Source: an optimization exercise on an open RTL-to-GDS flow (aim: small area, a short achievable clock period and few clock cycles per item). Production flows keep margins and buffers that such runs may drop.
In this exercise RTL edits were held to simulation tests only and were not proved equivalent to the original.
No activity file was given, so power comes from the tool's default toggle rates.

==> flow/design.v <==
package dcache_pkg;
	localparam int N_SETS = 8;
	localparam int IDX_W  = 3;
	localparam int TAG_W  = 26;
	typedef logic [31:0] word_t;
	typedef logic [TAG_W-1:0] tag_t;
	typedef logic [IDX_W-1:0] idx_t;
endpackage
`timescale 1ns/1ps
module dcache (
	input logic CLK,
	input logic nRST,
	input logic dmemREN,
	input logic dmemWEN,
	input dcache_pkg::word_t dmemaddr,
	input dcache_pkg::word_t dmemstore,
	input logic halt,
	output logic dhit,
	output dcache_pkg::word_t dmemload,
	output logic flushed,
	input logic dwait,
	input dcache_pkg::word_t dload,
	output logic dREN,
	output logic dWEN,
	output dcache_pkg::word_t daddr,
	output dcache_pkg::word_t dstore
);
	localparam int NS = dcache_pkg::N_SETS;
	logic [NS-1:0][25:0] tag0, tag1;
	logic [NS-1:0][31:0] dat00, dat01, dat10, dat11;   
	logic [NS-1:0] dirty0, dirty1, valid0, valid1;
	logic [NS-1:0] lru;   
	logic st_wb1;     
	logic st_fill0;   
	logic st_fill1;   
	logic st_flush;   
	logic st_done;    
	logic fword;      
	logic bg;         
	logic idle;
	logic [25:0] ptag;
	logic [2:0] pidx;
	logic pway, poff, pstore;
	logic req, store;
	logic [2:0] idx;
	logic off;
	logic [25:0] atag;
	logic [NS-1:0] dec, pdec;
	assign req = dmemREN | dmemWEN;
	assign store = dmemWEN;
	assign idx = dmemaddr[5:3];
	assign off = dmemaddr[2];
	assign atag = dmemaddr[31:6];
	assign idle = ~(st_wb1 | st_fill0 | st_fill1 | st_flush | st_done);
	always_comb begin
		for (int s = 0; s < NS; s++) begin
			dec[s] = (idx == s);
			pdec[s] = (pidx == s);
		end
	end
	logic [NS-1:0] g0, g1;
	logic anyd, fway;
	logic [2:0] fidx;
	always_comb begin
		logic seen;
		seen = 1'b0;
		for (int s = 0; s < NS; s++) begin
			g0[s] = dirty0[s] & ~seen;
			seen = seen | dirty0[s];
		end
		for (int s = 0; s < NS; s++) begin
			g1[s] = dirty1[s] & ~seen;
			seen = seen | dirty1[s];
		end
		fidx = '0;
		for (int s = 0; s < NS; s++) if (g0[s] | g1[s]) fidx = 3'(s);
	end
	assign anyd = |{dirty0, dirty1};
	assign fway = ~(|dirty0);
	logic [NS-1:0] rsel0, rsel1;
	assign rsel0 = st_flush ? g0 : dec;
	assign rsel1 = st_flush ? g1 : dec;
	logic [25:0] t0, t1;
	logic [31:0] y00, y01, y10, y11;
	always_comb begin
		t0 = '0; t1 = '0;
		y00 = '0; y01 = '0; y10 = '0; y11 = '0;
		for (int s = 0; s < NS; s++) begin
			t0 = t0 | (tag0[s] & {26{rsel0[s]}});
			t1 = t1 | (tag1[s] & {26{rsel1[s]}});
			y00 = y00 | (dat00[s] & {32{rsel0[s]}});
			y01 = y01 | (dat01[s] & {32{rsel0[s]}});
			y10 = y10 | (dat10[s] & {32{rsel1[s]}});
			y11 = y11 | (dat11[s] & {32{rsel1[s]}});
		end
	end
	logic m0, m1, hit, vway, vdirty;
	logic [NS-1:0] eq0, eq1;
	always_comb begin
		for (int s = 0; s < NS; s++) begin
			eq0[s] = valid0[s] & (tag0[s] == atag);
			eq1[s] = valid1[s] & (tag1[s] == atag);
		end
	end
	assign m0 = |(eq0 & dec);
	assign m1 = |(eq1 & dec);
	assign hit = m0 | m1;
	assign vway = |(lru & dec);
	assign vdirty = vway ? |(dirty1 & dec) : |(dirty0 & dec);
	logic miss, fill0_now, fill1_now, st_conflict, hit_done;
	assign miss = idle & req & ~hit;
	assign fill0_now = ~dwait & ((miss & ~vdirty) | st_fill0);
	assign fill1_now = ~dwait & st_fill1;
	assign st_conflict = store & bg & (off ? fill1_now : fill0_now);
	logic pconf, hit_ok;
	assign pconf = bg & (idx == pidx);
	assign hit_ok = pconf ? (pway ? m0 : m1) : hit;
	assign hit_done = (idle | bg) & req & hit_ok & ~st_conflict;
	logic c_store, c_load0, c_load1, miss_done;
	assign c_store = (miss & store & ~vdirty) | (st_wb1 & ~dwait & store);
	assign c_load0 = (fill0_now & ~bg & ~store & ~off) & (idle | st_fill0);
	assign c_load1 = fill1_now & ~bg;
	assign miss_done = c_store | c_load0 | c_load1;
	assign dhit = hit_done | miss_done;
	assign flushed = st_done;
	logic tway, tword;
	assign dWEN = (miss & vdirty) | st_wb1 | (st_flush & anyd);
	assign dREN = (miss & ~vdirty) | st_fill0 | st_fill1;
	assign tway = st_flush ? fway : vway;
	assign tword = st_flush ? fword : st_wb1;
	always_comb begin
		if (st_fill0 | st_fill1) daddr = {ptag, pidx, st_fill1, 2'b00};
		else if (st_flush) daddr = {tway ? t1 : t0, fidx, fword, 2'b00};
		else daddr = {(st_wb1 | vdirty) ? (tway ? t1 : t0) : atag, idx, st_wb1, 2'b00};
	end
	always_comb begin
		case ({tway, tword})
			2'b00: dstore = y00;
			2'b01: dstore = y01;
			2'b10: dstore = y10;
			default: dstore = y11;
		endcase
	end
	logic [31:0] y0, y1;
	assign y0 = off ? y01 : y00;
	assign y1 = off ? y11 : y10;
	assign dmemload = m1 ? y1 : (m0 ? y0 : dload);
	logic fw0, fw1, fway_w;
	logic [NS-1:0] fdec;
	assign fdec = idle ? dec : pdec;
	assign fway_w = idle ? vway : pway;
	assign fw0 = fill0_now & ~(idle ? (store & ~off) : (pstore & ~poff));
	assign fw1 = fill1_now & ~(pstore & poff);
	logic sw0, sw1;   
	assign sw0 = (hit_done & store & m0) | (c_store & ~vway);
	assign sw1 = (hit_done & store & m1) | (c_store & vway);
	logic [31:0] wd0, wd1;   
	assign wd0 = fw0 ? dload : dmemstore;
	assign wd1 = fw1 ? dload : dmemstore;
	always_ff @(posedge CLK) begin
		for (int s = 0; s < NS; s++) begin
			if ((fw0 & ~fway_w & fdec[s]) | (sw0 & ~off & dec[s])) dat00[s] <= wd0;
			if ((fw1 & ~fway_w & fdec[s]) | (sw0 & off & dec[s])) dat01[s] <= wd1;
			if ((fw0 & fway_w & fdec[s]) | (sw1 & ~off & dec[s])) dat10[s] <= wd0;
			if ((fw1 & fway_w & fdec[s]) | (sw1 & off & dec[s])) dat11[s] <= wd1;
			if (miss_done & dec[s] & ~vway) tag0[s] <= atag;
			if (miss_done & dec[s] & vway) tag1[s] <= atag;
		end
		if (idle) begin
			ptag <= atag;
			pidx <= idx;
			pway <= vway;
			poff <= off;
			pstore <= store;
		end
	end
	always_ff @(posedge CLK, negedge nRST) begin
		if (!nRST) begin
			valid0 <= '0;
			valid1 <= '0;
			dirty0 <= '0;
			dirty1 <= '0;
			lru <= '0;
		end else begin
			for (int s = 0; s < NS; s++) begin
				if (dec[s]) begin
					if (hit_done) begin
						lru[s] <= m0;   
						if (store & m0) dirty0[s] <= 1'b1;
						if (store & m1) dirty1[s] <= 1'b1;
					end
					if (miss_done) begin
						lru[s] <= ~vway;
						if (~vway) begin
							valid0[s] <= 1'b1;
							dirty0[s] <= store;
						end else begin
							valid1[s] <= 1'b1;
							dirty1[s] <= store;
						end
					end
				end
				if (st_flush & fword & ~dwait) begin
					if (g0[s]) dirty0[s] <= 1'b0;
					if (g1[s]) dirty1[s] <= 1'b0;
				end
			end
		end
	end
	always_ff @(posedge CLK, negedge nRST) begin
		if (!nRST) begin
			st_wb1 <= 1'b0;
			st_fill0 <= 1'b0;
			st_fill1 <= 1'b0;
			st_flush <= 1'b0;
			st_done <= 1'b0;
			fword <= 1'b0;
			bg <= 1'b0;
		end else begin
			if (miss_done & ~c_load1) bg <= 1'b1;
			if (idle) begin
				if (halt) begin
					st_flush <= 1'b1;
				end else if (miss) begin
					if (~dwait) begin
						st_wb1 <= vdirty;
						st_fill1 <= ~vdirty;
					end else if (c_store) begin
						st_fill0 <= 1'b1;   
					end
				end
			end
			if (st_wb1 & ~dwait) begin
				st_wb1 <= 1'b0;
				st_fill0 <= 1'b1;
			end
			if (st_fill0 & ~dwait) begin
				st_fill0 <= 1'b0;
				st_fill1 <= 1'b1;
			end
			if (fill1_now) begin
				st_fill1 <= 1'b0;
				bg <= 1'b0;
			end
			if (st_flush) begin
				if (~anyd) begin
					st_flush <= 1'b0;
					st_done <= 1'b1;
				end else if (~dwait) begin
					fword <= ~fword;
				end
			end
		end
	end
endmodule
==> flow/run.sh <==
#!/bin/bash
# synth_recipe.tcl (not shown) runs the flow's synth.tcl, then flattens the netlist and writes it again
# the make line also repeats each setting of config.mk as NAME=value (left out here)
make -C /OpenROAD-flow-scripts/flow DESIGN_CONFIG=/design/flow/config.mk WORK_HOME=/design/flow/orfs CLKGATE_MAP_FILE= SYNTH_SCRIPT=/design/flow/synth_recipe.tcl finish
==> flow/config.mk <==
export PLATFORM = sky130hd
export DESIGN_NAME = dcache
export DESIGN_NICKNAME = dcache
export VERILOG_FILES = /design/flow/design.v
export SDC_FILE = /design/flow/constraint.sdc
export NUM_CORES = 4
export LEC_CHECK = 0
export CAP_MARGIN = 20
export CELL_PAD_IN_SITES_DETAIL_PLACEMENT = 1
export CELL_PAD_IN_SITES_GLOBAL_PLACEMENT = 2
export CORE_MARGIN = 2
export CORE_UTILIZATION = 50
export CTS_BUF_LIST = sky130_fd_sc_hd__clkbuf_4 sky130_fd_sc_hd__clkbuf_8 sky130_fd_sc_hd__clkbuf_16
export CTS_CLUSTER_DIAMETER = 50
export CTS_CLUSTER_SIZE = 20
export PLACE_DENSITY = 0.6
export SETUP_SLACK_MARGIN = 1.8
export SLEW_MARGIN = 20
==> flow/constraint.sdc <==
create_clock -name core_clock -period 8.0 [get_ports {CLK}]
set_input_delay 1.6000 -clock core_clock [delete_from_list [all_inputs] [get_ports {CLK}]]
set_output_delay 1.6000 -clock core_clock [all_outputs]
set_load 0.01 [all_outputs]
==> results of run 1 <==
cells in the mapped netlist (all sizes together), types with 8 or more instances:
cell    number  area share (%)
o211ai     148             1.7
nand2      215             1.2
or2          8           0.075
nand3      174             1.3
o21bai      11            0.14
buf        141             1.3
o21ai      143             1.1
edfxtp    1471              66
xnor2      420             5.5
a41oi        8            0.11
nand2b      14            0.13
a22oi      492             5.5
mux2i      131             2.0
a222oi     160             2.4
nor2        42            0.24
nand4      255             2.4
mux2        70             1.2
nor4        35            0.34
dfrtp       47             1.8
nor3        44            0.34
inv         35            0.20
o32ai       25            0.33
and3        11            0.10
a221oi      67            0.89
clkbuf     218             1.2
a21oi      116            0.88
o22ai       18            0.18
where the power goes:
group / internal (mW) / leakage, nW / switching [mW] / total, mW
logic: 1.72 / 8.96 / 3.43 / 5.15
clock network: 4.29 / 2.67 / 3.53 / 7.82
registers: 9.05 / 13.8 / 0.212 / 9.26
metrics by stage:
stage	area (sq um)	setup WS, ns	util [%]
after floorplan	66800	1.38	-
after global placement	72100	0.239	54.2
after detailed placement	72100	0.210	54.2
after CTS	79700	1.68	59.9
after global routing	80600	1.65	60.6
final	80600	1.65	60.6
what timing repair did:
action	in CTS	in global routing
pin swaps	98	73
gates cloned	22	8
hold buffers	0	0
setup buffers	79	28
endpoints found under the setup margin	399	78
gates resized for setup	364	164
layout by cell type, fill, tap and decap left out, drive strengths merged, types with 82 or more instances in the layout:
cell type,count
a222oi,160
clkbuf,193
a22oi,492
nand2,215
inv,85
nand4,255
o21ai,143
xnor2,420
nand3,174
buf,380
clkdlybuf4s50,82
o211ai,148
mux2i,131
edfxtp,1471
a21oi,116
how the worst max path moves through the flow:
| stage | from | endpoint | slack (ns) | depth (start not counted) |
|---|---|---|---|---|
| CTS | dmemaddr[3] | daddr[11] | 1.68 | 15 |
| global placement | dmemaddr[5] | dmemload[4] | 0.24 | 13 |
| detailed placement | dmemaddr[5] | daddr[7] | 0.21 | 11 |
| floorplan | dmemaddr[4] | dat10[0] | 1.38 | 12 |
| finish | dirty0[4] | daddr[8] | 1.65 | 10 |
| global route | dmemaddr[3] | daddr[8] | 1.65 | 14 |
routing by layer:
layer	global-route usage, %	vias to the layer above
met5	0	-
met1	56.2	25600
met2	56.4	3183
li1	-	19700
met3	9.37	518
met4	13.6	4
cells by family after synthesis:
group,count (synthesis),share of synthesized area (%)
simple gates,840,6.68
compound gates,1241,13.9
flops,1519,68.0
other cells,1,0.00562
mux,202,3.19
xor+xnor,420,5.51
buf+inv,394,2.69
registers in the layout, summed over array words and instances, names as in the netlist, 3 cells and up:
name	cells
valid0	8
pidx	3
ptag	26
dat10	256
tag1	208
dat01	256
valid1	8
tag0	208
dirty1	8
lru	8
dat00	256
dirty0	8
dat11	256
final cells by class:
class,instances,share of cell area [%]
diodes,6,0.0186
clock buffers,166,5.07
clock inverters,121,1.74
inverters,35,0.163
multi-input cells,2716,26.3
flip-flops and latches,1519,56.3
well taps,1768,2.75
repair buffers,554,7.61
==> summary.txt, run 1 <==
multi-input combinational cell area 0.0212 sq mm; H-tree levels 4; share of cells above drive strength 1 between 10% and 20%; Critical Path AT 4.75 ns; chip width 369 um; DR pass1 iterations 7; Top Metal Used met5; routed len/inst 39.0 um; I/O pin total 202; Worst Tran Pin Value 1.13 ns; hold path depth 1; drt drc 0; Synth Instances 4,617; clock root buffer clkbuf_16; R2R cell count 12; CTS tree built; drt total wl between 200,000 and 300,000 um; starting density of the core between 50% and 60%; final hold slack 0.519 ns; Setup CP Type flop to primary output; # nets final 5,083; worst hold start valid0[0]; Mean Syn Cell Area about 14 sq um; worst min-delay path class flop to flop; clock transition at the registers of the reported paths around 0.070 ns; worst reg-to-reg setup slack 3.16 ns; Clock Latency Late Sink 0.81 ns; die height between 300 and 400 um; Largest delay share family, worst path compound AO/OA/AOI/OAI gates; Final Non-Filler Cells 6,885; Vias 49,000; RD Place Congestion 0.923; ys flop type edfxtp_1; Critical R2R Launch tag0[179]; Seq cells post-synth 1,519; final slew viol count 0; met2 wire len ~120,000 um; first-pass GRT wire length 372,000 um; leak pwr about 25 nW; total negative slack 0 ns; initial antenna violation count 7; worst reg2reg path endpoint dat01[142]; GRT Residual Overflow 0; FMAX 158 MHz; hold endpoint valid0[0]; largest net degree at the start of global routing 75; Fin. Hold Viols 0; unrepaired setup endpoints after global routing yes; post-synthesis cell area roughly 0.067 sq mm; DP Wirelength about 160,000 um; synth warn 1; port bufs 197; maximum fanout along the worst path 10; Die ar. ~0.14 sq mm; total CTS buffers 155; CTS max path bufs 3; type of origin of the critical path flop; GRT Util Overall 38.6%; Iter 0 DRT Violations 8,098; core area 0.133 sq mm; final critical-path required period 6.35 ns; CP max stage cell dfrtp_1; setup violators final 0; Layout area overhead 20.8%; Critical Path, Cell by Cell inv_1, a41o_4, buf_12, a222oi_1, nand3_1, a21oi_4, o21ai_2, o21ai_2, o211ai_1, buf_2; Max Cap Violations 0; synth unique cells 86; vias per cell 7.11; antenna-violating nets left 0; Max stage delay on crit path 0.90 ns; worst path required time 6.40 ns; Crit path buffers/inverters 3; register area share after synthesis 68.0%; CTS Sinks 1,519; run status complete, no violations; Register Area 0.0454 sq mm; Top cell by count, worst path o21ai_2; Total Power between 20 and 25 mW; Synth async-reset ratio 3.09%; Clock Skew 0.0412 ns; Post-synth EDFFs 1,471; Pwr per Cell Area 276 mW/mm^2; placed cells 6,454; Row Count 134; met3 WL post-DR between 30,000 and 40,000 um; vias in the first global route around 48,000; maximum VDD drop 0.000229 V; Rel. slew slack 24.1%; total of fill cells in the finished design 12,200; met1 wire length 110,000 um; Crit. End Element primary output; Final Cycle Share approximately four fifths
Testbench counts, summed over its fixed seeds: cycles 66,487, requests 24,000.
==> run 2: changes to the inputs <==
--- a/flow/design.v
+++ b/flow/design.v
@@ -40,3 +40,2 @@
 	logic idle;
-	logic [25:0] ptag;
 	logic [2:0] pidx;
@@ -82,10 +81,6 @@
 	assign rsel1 = st_flush ? g1 : dec;
-	logic [25:0] t0, t1;
 	logic [31:0] y00, y01, y10, y11;
 	always_comb begin
-		t0 = '0; t1 = '0;
 		y00 = '0; y01 = '0; y10 = '0; y11 = '0;
 		for (int s = 0; s < NS; s++) begin
-			t0 = t0 | (tag0[s] & {26{rsel0[s]}});
-			t1 = t1 | (tag1[s] & {26{rsel1[s]}});
 			y00 = y00 | (dat00[s] & {32{rsel0[s]}});
@@ -130,7 +125,27 @@
 	assign tword = st_flush ? fword : st_wb1;
-	always_comb begin
-		if (st_fill0 | st_fill1) daddr = {ptag, pidx, st_fill1, 2'b00};
-		else if (st_flush) daddr = {tway ? t1 : t0, fidx, fword, 2'b00};
-		else daddr = {(st_wb1 | vdirty) ? (tway ? t1 : t0) : atag, idx, st_wb1, 2'b00};
-	end
+	logic fill_bg, tag_arr;
+	logic [NS-1:0] vsel0, vsel1;
+	logic [25:0] dtag;
+	assign fill_bg = bg & (st_fill0 | st_fill1);
+	assign tag_arr = st_flush | st_wb1 | fill_bg | (idle & vdirty);
+	always_comb begin
+		for (int s = 0; s < NS; s++) begin
+			if (st_flush) begin
+				vsel0[s] = g0[s];
+				vsel1[s] = g1[s];
+			end else if (fill_bg) begin
+				vsel0[s] = pdec[s] & ~pway;
+				vsel1[s] = pdec[s] & pway;
+			end else begin
+				vsel0[s] = dec[s] & ~lru[s] & (st_wb1 | (idle & dirty0[s]));
+				vsel1[s] = dec[s] & lru[s] & (st_wb1 | (idle & dirty1[s]));
+			end
+		end
+		dtag = atag & {26{~tag_arr}};
+		for (int s = 0; s < NS; s++) begin
+			dtag = dtag | (tag0[s] & {26{vsel0[s]}}) | (tag1[s] & {26{vsel1[s]}});
+		end
+	end
+	assign daddr = {dtag, st_flush ? fidx : ((st_fill0 | st_fill1) ? pidx : idx),
+			st_wb1 | st_fill1 | (st_flush & fword), 2'b00};
 	always_comb begin
@@ -169,3 +184,2 @@
 		if (idle) begin
-			ptag <= atag;
 			pidx <= idx;
==> flow/flow/run.sh (new file) <==
#!/bin/bash
# The standard layout, with plain buffers (buf_4) as the port buffers instead of
# the delay cell that buffer_ports picks by itself. Every port is still buffered.
set -euo pipefail
export BUFFER_PORTS_ARGS="-buffer_cell sky130_fd_sc_hd__buf_4"
bash standard.sh > standard_flow.log 2>&1
==> flow/standard.sh (new file) <==
#!/bin/bash
# synth_recipe.tcl (not shown) runs the flow's synth.tcl, then flattens the netlist and writes it again
# the make line also repeats each setting of config.mk as NAME=value (left out here)
make -C /OpenROAD-flow-scripts/flow DESIGN_CONFIG=/design/flow/config.mk WORK_HOME=/design/flow/orfs CLKGATE_MAP_FILE= SYNTH_SCRIPT=/design/flow/synth_recipe.tcl "${@:-finish}"
--- a/flow/config.mk
+++ b/flow/config.mk
@@ -12,7 +12,8 @@
 export CORE_UTILIZATION = 50
-export CTS_BUF_LIST = sky130_fd_sc_hd__clkbuf_4 sky130_fd_sc_hd__clkbuf_8 sky130_fd_sc_hd__clkbuf_16
-export CTS_CLUSTER_DIAMETER = 50
+export CTS_BUF_LIST = sky130_fd_sc_hd__clkbuf_8
+export CTS_CLUSTER_DIAMETER = 40
 export CTS_CLUSTER_SIZE = 20
 export PLACE_DENSITY = 0.6
-export SETUP_SLACK_MARGIN = 1.8
+export SETUP_SLACK_MARGIN = 2.0
 export SLEW_MARGIN = 20
+export TNS_END_PERCENT = 20
removed: flow/run.sh
==> summary.txt, run 2 <==
CTS tree built (unchanged); vias per cell 6.97 (was 7.11); commonest cells after routing, fill and taps aside edfxtp_1, buf_4, nand4_1, xnor2_1, a22oi_1 (was edfxtp_1, a22oi_1, xnor2_1, nand4_1, buf_4); DR pass1 iterations 10 (was 7); share of cells above drive strength 1 23.3% (was 19.4%); Util after Layout 59.5% (was 60.6%); M2 GR Usage 59.9% (was 56.4%); CTS Sinks 1,493 (was 1,519); leak pwr 24.7 nW (was 25.4 nW); met1 GRT Util 54.2% (was 56.2%); Clock power frac 31.9% (was 35.2%); register area share after synthesis 68.1% (was 68.0%); Worst Tran Pin Value 1.17 ns (was 1.13 ns); Final Cycle Share 77.0% (was 79.4%); Post-synth EDFFs 1,445 (was 1,471); total negative slack 0 ns (unchanged); combinational share of power 24.0% (was 23.2%); GRT Residual Overflow 0 (unchanged); GRT Util Overall 39.2% (was 38.6%); worst min-delay path class flop to flop (unchanged); Clock Latency Late Sink 0.99 ns (was 0.81 ns); switching part of the total 33.2% (was 32.2%); post-synthesis cell area 0.0655 sq mm (was 0.0667 sq mm); multi-input combinational cell area 0.0210 sq mm (was 0.0212 sq mm); largest net degree at the start of global routing 65 (was 75); Sw Pwr 6.85 mW (was 7.17 mW); setup violators final 0 (unchanged); Commonest cells post-synth edfxtp_1, xnor2_1, nand4_1, a22oi_1, nor2_1 (was edfxtp_1, a22oi_1, xnor2_1, nand4_1, clkbuf_1); final critical-path required period 6.16 ns (was 6.35 ns); Max Cap Violations 0 (unchanged); FMAX 162 MHz (was 158 MHz); clock root buffer clkbuf_8 (was clkbuf_16); type of origin of the critical path input pin (was flop); total CTS buffers 197 (was 155); vias in the first global route 46,700 (was 48,500); Yosys top cell by area edfxtp_1 (unchanged); initial antenna violation count 13 (was 7); maximum VDD drop 0.000198 V (was 0.000229 V); clock transition at the registers of the reported paths 0.08 ns (was 0.07 ns); total of fill cells in the finished design 12,200 (about the same); # nets final 5,026 (was 5,083); Layout area overhead 17.9% (was 20.8%); maximum fanout along the worst path 26 (was 10); run status complete, no violations (unchanged); Vias 47,700 (was 49,000); port bufs 197 (unchanged); Pwr per Cell Area 267 mW/mm^2 (was 276 mW/mm^2); Clock Skew 0.0570 ns (was 0.0412 ns); final slew viol count 0 (unchanged); gr busiest metal met2 (unchanged); worst path required time 6.40 ns (about the same); ys flop type edfxtp_1 (unchanged); starting density of the core 50.4% (was 50.2%); RD Place Congestion 0.975 (was 0.923); drt drc 0 (unchanged); Synth Instances 4,544 (was 4,617); antenna-violating nets left 0 (unchanged); Seq cells post-synth 1,493 (was 1,519); synth warn 1 (unchanged); final instance area 0.0772 sq mm (was 0.0806 sq mm); DP Wirelength 167,000 um (was 162,000 um); area post-placement 0.0701 sq mm (was 0.0721 sq mm); sequential power share 44.1% (was 41.7%); Rel. slew slack 21.9% (was 24.1%); top-count cell post-synth edfxtp_1 (unchanged); synth top area cells edfxtp_1, xnor2_1, nand4_1 (was edfxtp_1, a22oi_1, xnor2_1); synth unique cells 89 (was 86); Register Area 0.0446 sq mm (was 0.0454 sq mm); Crit. End Element primary output (unchanged); Iter 0 DRT Violations 7,212 (was 8,098); Setup CP Type input pin to primary output (was flop to primary output); I/O pin total 202 (unchanged); unrepaired setup endpoints after global routing yes (unchanged); die height 366 um (was 369 um); met3 global-route usage 9.18% (was 9.37%); Synth async-reset ratio 3.15% (was 3.09%); top-area cell type share of the netlist area 66.3% (was 66.2%); CTS max path bufs 3 (unchanged); most common cell after layout, fill and taps aside edfxtp_1 (unchanged); internal power 13.8 mW (was 15.1 mW); Die ar. 0.134 sq mm (was 0.136 sq mm); Critical Path AT 4.56 ns (was 4.75 ns); Fin. Hold Viols 0 (unchanged); chip width 366 um (was 369 um); Mean Syn Cell Area 14.4 sq um (was 14.5 sq um); drt total wl 266,000 um (was 268,000 um); core area 0.130 sq mm (was 0.133 sq mm); Row Count 132 (was 134); routed len/inst 38.9 um (was 39.0 um); first-pass GRT wire length 369,000 um (was 372,000 um); H-tree levels 4 (unchanged)
run 2: changes by cell type after synthesis, moves of 117 or more:
cell | before | now
a22o_1 | 1 | 128
a22oi_1 | 492 | 285
nand3_1 | 174 | 53
nand4_1 | 254 | 372
nor2_1 | 42 | 217
o211ai_1 | 148 | 0
o21ai_0 | 139 | 22
run 2: power groups by stage:
stage	Clock [mW]	Combinational (mW)	Sequential, mW
3_5_place_dp	0	4.35	9.28
5_1_grt	6.92	5.09	9.12
2_1_floorplan	0	2.29	9.20
6_report	6.58	4.94	9.10
4_1_cts	6.63	4.72	9.12
3_3_place_gp	0	4.29	9.28
run 2: timing repair:
item                                    4_1_cts  5_1_grt
setup buffers                                81       30
hold buffers                                  0        0
pin swaps                                    42       25
cloned                                       11        1
resized for setup                           150       63
endpoints found under the hold margin         0        0
endpoints found under the setup margin       93       76
run 2: cells by family after synthesis:
| kind of cell | count (synthesis) | synth area share (%) |
|---|---|---|
| compound gates | 1011 | 12.0 |
| xor+xnor | 421 | 5.63 |
| buf+inv | 345 | 2.56 |
| flops | 1493 | 68.1 |
| mux | 140 | 2.43 |
| other cells | 1 | 0.00573 |
| simple gates | 1133 | 9.23 |
run 2: layout make-up:
type                    instances  share of cell area (%)
flip-flops and latches       1493                    57.8
multi-input cells            2716                    27.2
repair buffers                488                    6.10
clock buffers                 203                    3.62
well taps                    1742                    2.82
clock inverters               169                    2.31
inverters                      28                   0.143
diodes                          7                  0.0227
run 2: path summary, 6_finish.rpt:
kind / start / endpoint / slack [ns] / depth (start not counted)
max: dmemaddr[4] / daddr[26] / 1.84 / 11
min reg2reg: fword / fword / 0.48 / 1
min in group asynchronous: nRST / valid1[1] / 0.72 / 1
max in group asynchronous: nRST / dirty1[2] / 6.47 / 1
min: fword / fword / 0.48 / 1
max reg2reg: tag1[82] / dat10[36] / 3.04 / 11
run 2: worst max-delay path, stage by stage:
cell and delay (ns):
buf_12 0.17, nand3b_1 0.20, buf_6 0.20, nor4_1 0.09, nor3_2 0.31, a21oi_4 0.06
buf_6 0.21, a222oi_1 0.71, nand4_1 0.41, a211o_1 0.39, buf_4 0.15
run 2: stage by stage:
step	std cells	hold slack, ns	setup WS (ns)	power, mW
finish	6846	0.485	1.84	20.6
global route	6841	0.511	1.90	21.1
CTS	6808	0.491	1.91	20.5
detailed placement	6344	0.476	0.991	13.6
global placement	6343	0.463	0.994	13.6
floorplan	4545	0.446	1.46	11.5
run 2: layer usage:
layer / vias to the layer above / wire length [um] / part of all wire [%]
met4: 18 / 12600 / 4.7
li1: 19200 / - / -
met3: 572 / 30500 / 11
met2: 3066 / 119000 / 45
met5: - / 115 / 0.043
met1: 24900 / 104000 / 39
Testbench counts of run 2, summed over its fixed seeds: cycles 66,487, requests 24,000.
==> run 3: changes to the inputs <==
--- a/flow/design.v
+++ b/flow/design.v
@@ -41,3 +41,4 @@
 	logic [2:0] pidx;
-	logic pway, poff, pstore;
+	logic pway;
+	logic [1:0] have;   
 	logic req, store;
@@ -111,3 +112,3 @@
 	assign pconf = bg & (idx == pidx);
-	assign hit_ok = pconf ? (pway ? m0 : m1) : hit;
+	assign hit_ok = hit & ~(pconf & (pway ? m1 : m0) & ~store & ~have[off]);
 	assign hit_done = (idle | bg) & req & hit_ok & ~st_conflict;
@@ -166,4 +167,4 @@
 	assign fway_w = idle ? vway : pway;
-	assign fw0 = fill0_now & ~(idle ? (store & ~off) : (pstore & ~poff));
-	assign fw1 = fill1_now & ~(pstore & poff);
+	assign fw0 = fill0_now & ~(idle ? (store & ~off) : have[0]);
+	assign fw1 = fill1_now & ~have[1];
 	logic sw0, sw1;   
@@ -186,4 +187,7 @@
 			pway <= vway;
-			poff <= off;
-			pstore <= store;
+			have <= {c_store & off, (c_store & ~off) | fill0_now};
+		end else begin
+			if (fill0_now) have[0] <= 1'b1;
+			if (fill1_now) have[1] <= 1'b1;
+			if (c_store | (hit_done & store & pconf & (pway ? m1 : m0))) have[off] <= 1'b1;
 		end
--- a/flow/config.mk
+++ b/flow/config.mk
@@ -16,3 +16,3 @@
 export PLACE_DENSITY = 0.6
-export SETUP_SLACK_MARGIN = 2.0
+export SETUP_SLACK_MARGIN = 2.5
 export SLEW_MARGIN = 20
==> summary.txt, run 3 <==
Rel. slew slack 23.1% (was 21.9%); chip width 366 um (about the same); Iter 0 DRT Violations 6,839 (was 7,212); synth top area cells edfxtp_1, xnor2_1, a22oi_1 (was edfxtp_1, xnor2_1, nand4_1); R2R cell count 12 (was 11); clock transition at the registers of the reported paths 0.08 ns (about the same); GRT Residual Overflow 0 (unchanged); Layout area overhead 23.0% (was 17.9%); register area share after synthesis 67.9% (was 68.1%); Util after Layout 62.2% (was 59.5%); Register Area 0.0446 sq mm (about the same); hold path depth 1 (unchanged); setup violators final 0 (unchanged); Worst Tran Pin Value 1.15 ns (was 1.17 ns); Yosys top cell by area edfxtp_1 (unchanged); DR pass1 iterations 6 (was 10); synth warn 1 (unchanged); Critical Path AT 4.56 ns (about the same); total CTS buffers 191 (was 197); share of cells above drive strength 1 27.5% (was 23.3%); drt drc 0 (unchanged); # nets final 5,181 (was 5,026); routed len/inst 38.3 um (was 38.9 um); Setup crit start dirty0[1] (was dmemaddr[4]); final instance area 0.0807 sq mm (was 0.0772 sq mm); top-area cell type share of the netlist area 66.0% (was 66.3%); commonest cells after routing, fill and taps aside edfxtp_1, nand2_1, buf_4, xnor2_1, a22oi_1 (was edfxtp_1, buf_4, nand4_1, xnor2_1, a22oi_1); FMAX 162 MHz (about the same); clock root buffer clkbuf_8 (unchanged); post-synthesis cell area 0.0656 sq mm (was 0.0655 sq mm); largest net degree at the start of global routing 65 (unchanged); final critical-path required period 6.16 ns (about the same); die height 366 um (about the same); worst reg2reg path endpoint dat10[73] (was dat10[36]); starting density of the core 50.6% (was 50.4%); worst reg-to-reg setup slack 3.03 ns (was 3.04 ns); Seq cells post-synth 1,493 (unchanged); first-pass GRT wire length 371,000 um (was 369,000 um); synth unique cells 86 (was 89); Max Cap Violations 0 (unchanged); Setup CP Type flop to primary output (was input pin to primary output); Fin. Hold Viols 0 (unchanged); Clock Latency Late Sink 0.97 ns (was 0.99 ns); CTS Sinks 1,493 (unchanged); hold endpoint fword (unchanged); Synth Instances 4,594 (was 4,544); area post-placement 0.0703 sq mm (was 0.0701 sq mm); Die ar. 0.134 sq mm (about the same); ys flop type edfxtp_1 (unchanged); RD Place Congestion 0.905 (was 0.975); multi-input combinational cell area 0.0226 sq mm (was 0.0210 sq mm); worst hold start fword (unchanged); Crit. End Element primary output (unchanged); CTS tree built (unchanged); Critical R2R Launch tag1[184] (was tag1[82]); type of origin of the critical path flop (was input pin); Row Count 132 (unchanged); I/O pin total 202 (unchanged); port bufs 197 (unchanged); most common cell after layout, fill and taps aside edfxtp_1 (unchanged); final slew viol count 0 (unchanged); leak pwr 26.4 nW (was 24.7 nW); drt total wl 267,000 um (was 266,000 um); Pwr per Cell Area 322 mW/mm^2 (was 267 mW/mm^2); worst path required time 6.40 ns (about the same); core area 0.130 sq mm (unchanged); maximum VDD drop 0.000236 V (was 0.000198 V); Total Power 26.0 mW (was 20.6 mW); Post-synth EDFFs 1,443 (was 1,445); total of fill cells in the finished design 11,900 (was 12,200); H-tree levels 4 (unchanged); run status complete, no violations (unchanged); Mean Syn Cell Area 14.3 sq um (was 14.4 sq um); vias in the first global route 47,500 (was 46,700); top-count cell post-synth edfxtp_1 (unchanged); GRT Util Overall 39.2% (about the same); Synth async-reset ratio 3.15% (unchanged); Final Cycle Share 77.0% (about the same); total negative slack 0 ns (unchanged); maximum fanout along the worst path 7 (was 26); initial antenna violation count 8 (was 13); vias per cell 6.84 (was 6.97); final hold slack 0.473 ns (was 0.485 ns); cts hold-fix bufs 0 (unchanged); CTS max path bufs 3 (unchanged); worst min-delay path class flop to flop (unchanged); Commonest cells post-synth edfxtp_1, nand2_1, xnor2_1, a22oi_1, clkbuf_1 (was edfxtp_1, xnor2_1, nand4_1, a22oi_1, nor2_1); DP Wirelength 151,000 um (was 167,000 um); Clock Skew 0.0605 ns (was 0.0570 ns); Vias 47,800 (was 47,700); unrepaired setup endpoints after global routing yes (unchanged); antenna-violating nets left 0 (unchanged)
[run 3: changes by cell type after synthesis, moves of 39 or more]
| cell | previous run | this run |
|---|---|---|
| a22o_1 | 128 | 59 |
| nand4_1 | 372 | 174 |
| a21oi_1 | 128 | 62 |
| and3_1 | 3 | 117 |
| a221oi_1 | 7 | 187 |
| nor2_1 | 217 | 86 |
| a222oi_1 | 142 | 26 |
| a221o_1 | 1 | 64 |
| buf_4 | 55 | 16 |
| nand2_1 | 214 | 449 |
[run 3: critical path, cell delays in order (launching register included)]
cell     delay [ns]
dfrtp_2        0.41
or4_4          0.56
or4_4          0.52
buf_6          0.16
nor4_4         0.19
and3_4         0.40
buf_6          0.17
buf_12         0.10
buf_16         0.15
nand2_4        0.05
and3_4         0.17
mux2_2         0.29
o21ai_4        0.24
buf_4          0.18
[run 3: final cells by class]
type	instances	share of cell area, %
Tap cell	1742	2.70
Clock buffer	198	3.38
Multi-Input combinational cell	2770	28.0
Inverter	15	0.0899
Antenna cell	6	0.0186
Clock inverter	153	2.09
Sequential cell	1493	55.2
Timing Repair Buffer	608	8.47
[run 3: power breakdown]
group	switching [mW]	internal, mW
logic	6.07	4.16
clock network	3.28	3.24
registers	0.255	9.01
total	9.60	16.4
[run 3: routing by layer]
metal / global-route usage (%) / wire [um] / up-vias
met5: 0 / 13 / -
met4: 21.3 / 16900 / 2
met3: 8.24 / 27400 / 735
met2: 60.3 / 121000 / 3134
met1: 52.3 / 102000 / 24700
li1: - / - / 19200
[run 3: timing repair]
action	in CTS	in global routing
endpoints found under the setup margin	463	93
gates cloned	47	1
pin swaps	141	15
buffers inserted	177	13
hold endpoints to repair	0	0
gates resized for setup	569	72
[run 3: worst max-delay path by stage]
stage,endpoint,slack [ns],cells past startpoint
6_report,dstore[17],1.84,13
5_1_grt,dmemload[21],1.84,14
4_1_cts,dmemload[29],1.88,12
3_5_place_dp,dmemload[29],1.04,9
3_3_place_gp,dhit,1.11,10
2_1_floorplan,dat10[0],1.43,8
[run 3: logic make-up (layout without fill, tap and decap cells)]
family,count (synthesis),after routing,share of synthesized area [%]
simple gates,1179,1183,9.41
other cells,1,8,0.00571
xor+xnor,421,421,5.62
compound gates,976,984,11.6
buf+inv,345,974,2.35
flops,1493,1493,67.9
mux,179,180,3.08
[run 3: per-stage QoR]
step / setup WS, ns / cells
global route: 1.84 / 6980
detailed placement: 1.04 / 6390
floorplan: 1.43 / 4595
finish: 1.84 / 6985
global placement: 1.11 / 6388
CTS: 1.88 / 6965
Testbench counts of run 3, summed over its fixed seeds: cycles 66,078, requests 24,000.

==> separate check: timing with driven ports <==
The results above use ideal ports. As a check the final layouts listed here were re-extracted and re-timed, cells and wires unchanged. Step 1 assumes that a clkbuf_16 drives the clock port and a buf_2 every other input. Step 2 moves the port delays by t, midway between the first and last clock arrival at a register: inputs arrive t later, outputs are due t later. That takes back most of the time a late clock gives input paths. Slacks: ideal ports / drivers / drivers and shift; pairs: ideal ports / drivers.
run	t (ns)	slack for setup (ns)	worst hold slack (ns)	clock arrival spread, ns
run 1	0.879	1.651 / 1.457 / 1.457	0.519 / 0.519 / 0.519	0.041 / 0.042
run 2	1.039	1.840 / 1.776 / 1.477	0.485 / 0.485 / 0.485	0.057 / 0.057
run 3	1.021	1.839 / 1.764 / 1.570	0.473 / 0.473 / 0.473	0.067 / 0.066
After both steps setup and hold are still met in every run listed. The setup slack of run 2, which loses most, moves by -0.064 ns with the drivers and by -0.363 ns with both steps.
